Context: an optimization exercise on an open-source flow, tuned for small area, a short achievable clock period and few clock cycles per item. The choices shown serve that exercise and are no tape-out recipe.
The RTL was checked by simulation tests, not by an equivalence proof against the original design.
Power and IR drop assume default switching activity.

v32:
// circular_deque
module circular_deque #(
  parameter int DEPTH = cd_pkg::DEPTH_DEFAULT
) (
  input  wire logic          clk,
  input  wire logic          rst_n,
  input  wire logic          in_valid,
  output logic               in_stall,
  input  wire logic [33:0]   in_data,
  output logic               out_valid,
  input  wire logic          out_stall,
  output logic [35:0]        out_data
);
==> flow/config.mk <==
export PLATFORM = sky130hd
export DESIGN_NAME = circular_deque
export DESIGN_NICKNAME = circular_deque
export VERILOG_FILES = /design/flow/design.v
export SDC_FILE = /design/flow/constraint.sdc
export NUM_CORES = 4
export LEC_CHECK = 0
export CAP_MARGIN = 20
export CORE_MARGIN = 2
export CORE_UTILIZATION = 50
export CTS_CLUSTER_DIAMETER = 70
export CTS_CLUSTER_SIZE = 25
export PLACE_DENSITY = 0.6
export SETUP_SLACK_MARGIN = 2.8
export SLEW_MARGIN = 20
export SYNTH_HIERARCHICAL = 1
==> flow/constraint.sdc <==
create_clock -name core_clock -period 5.5 [get_ports {clk}]
set_input_delay 1.1000 -clock core_clock [delete_from_list [all_inputs] [get_ports {clk}]]
set_output_delay 1.1000 -clock core_clock [all_outputs]
set_load 0.01 [all_outputs]
standard.sh (not shown) runs the stock make flow with config.mk's settings and CLKGATE_MAP_FILE= SYNTH_SCRIPT=/design/flow/synth_recipe.tcl, a recipe that flattens the netlist after the stock synthesis.
==> flow/flow/run.sh <==
#!/bin/bash
set -euo pipefail
export CTS_ARGS="-sink_clustering_enable -repair_clock_nets -sink_clustering_size 25 -sink_clustering_max_diameter 70 -dont_use_dummy_load"
bash standard.sh > standard.log 2>&1
Completing all stages was not enough for v32: its layout failed the final checks because of antenna violations.
Testbench counts of v32, summed over its fixed seeds: cycles 36,664, items 32,000.
Setup changes, v32 to v39
- changing SETUP_SLACK_MARGIN from 2.8 to 2.7
- changing CTS_CLUSTER_DIAMETER from 70 to 80
==> flow/run.sh (new file) <==
#!/bin/bash
# synth_recipe.tcl (not shown) runs the flow's synth.tcl, then flattens the netlist and writes it again
# the make line also repeats each setting of config.mk as NAME=value (left out here)
make -C /OpenROAD-flow-scripts/flow DESIGN_CONFIG=/design/flow/config.mk WORK_HOME=/design/flow/orfs CLKGATE_MAP_FILE= SYNTH_SCRIPT=/design/flow/synth_recipe.tcl finish
removed: flow/flow/run.sh
removed: flow/standard.sh
## What came out
v39 finished all stages; the layout is clean.
Timing endpoint of the critical path = u_dpath.store_mem[98][11]: v32; timing endpoint of the critical path = u_dpath.store_mem[38][28]: v39
v39 improves on v32 in largest clock skew in the final design.
Sequential share of layout area: v39 vs v32, no meaningful difference
Between v32 and v39, the difference in global-route usage is negligible.
Changes in v29 relative to v39:
- swapping 80 for 70 in CTS_CLUSTER_DIAMETER
- swapping 2.7 for 2.8 in SETUP_SLACK_MARGIN
## What came out
Maximum fanout encountered on the critical timing path came out exactly the same in v39 and v29. The share of the clock period used by the worst path after layout number comes out higher for v39 vs v29. v29 vs. v39: fraction of area in clock buffers and inverters climbed 0.28 points; number of DRC violations after detailed-routing iteration 0 lost 1.1%. The estimated power of v29 ends up higher than the estimate for v39. v29 vs v39, growth of design area from synthesis to finish went up by 0.63 points. Status: wire length of the first global-routing pass parity (v29, v39). Taking v39 as the reference point, the longest individual stage delay on the worst path of v29 falls by 0.10 ns.
For v7, these inputs were changed with respect to v29:
- a change of SETUP_SLACK_MARGIN from 2.8 to 2.9
Findings:
- Any difference in total routing resource utilization after global routing between v7 and v29 is small enough to ignore.
- Length of the first detailed-routing pass in iterations in v7 is 2 above v29.
- Between v7 and v29, the worst hold slack is lower for v29.
- The launch point of the worst path comes out u_dpath.wlo_r[2] in one run and u_dpath.rsel_r[62] in the other, namely in v29 and v7 respectively.
- For v7 and v29, there was not a single run that failed to finish clean.
- Between v7 and v29, the difference in final area is negligible.
- Diff v29 -> v7: setup slack has increased, required time reported for the critical path endpoint went up by 0.05 ns, final routed wirelength across all metal layers down about 0.4%.
- Diff v29 -> v7: non-clock buffer count decreased by 2.2% relative to the old numbers, clock-buffer cell count +8.9%, register fraction of the total cell area down 0.19 points.
- On maximum VDD drop, the lower figure sits with v29, not v7.

static timing again, ports no longer ideal:
The flow's constraints put no driver on any port. The routed layouts listed below were extracted and timed again, unchanged, in two steps.
Step 1 (the two cells are an assumption about what drives the block):
set clk [get_ports {clk}]
set_driving_cell -lib_cell sky130_fd_sc_hd__clkbuf_16 $clk
set_driving_cell -lib_cell sky130_fd_sc_hd__buf_2 [delete_from_list [all_inputs] $clk]
Step 2 moves the port delays by t, midway between the first and last clock arrival at a register: inputs arrive t later, outputs are due t later. That takes back most of the time a late clock gives input paths.
Slacks: ideal / step 1 / step 2; pairs: ideal / step 1.
run	shift t [ns]	setup WS [ns]	latest minus earliest clock arrival (ns)
v32	0.997	2.659 / 2.659 / 1.806	0.134 / 0.135
v39	1.026	2.624 / 2.624 / 1.719	0.055 / 0.056
v29	1.030	2.702 / 2.702 / 1.822	0.072 / 0.073
v7	1.029	2.765 / 2.761 / 2.029	0.061 / 0.060
The setup slack of v39, which loses most, moves by 0.000 ns with the drivers and by -0.905 ns with both steps.
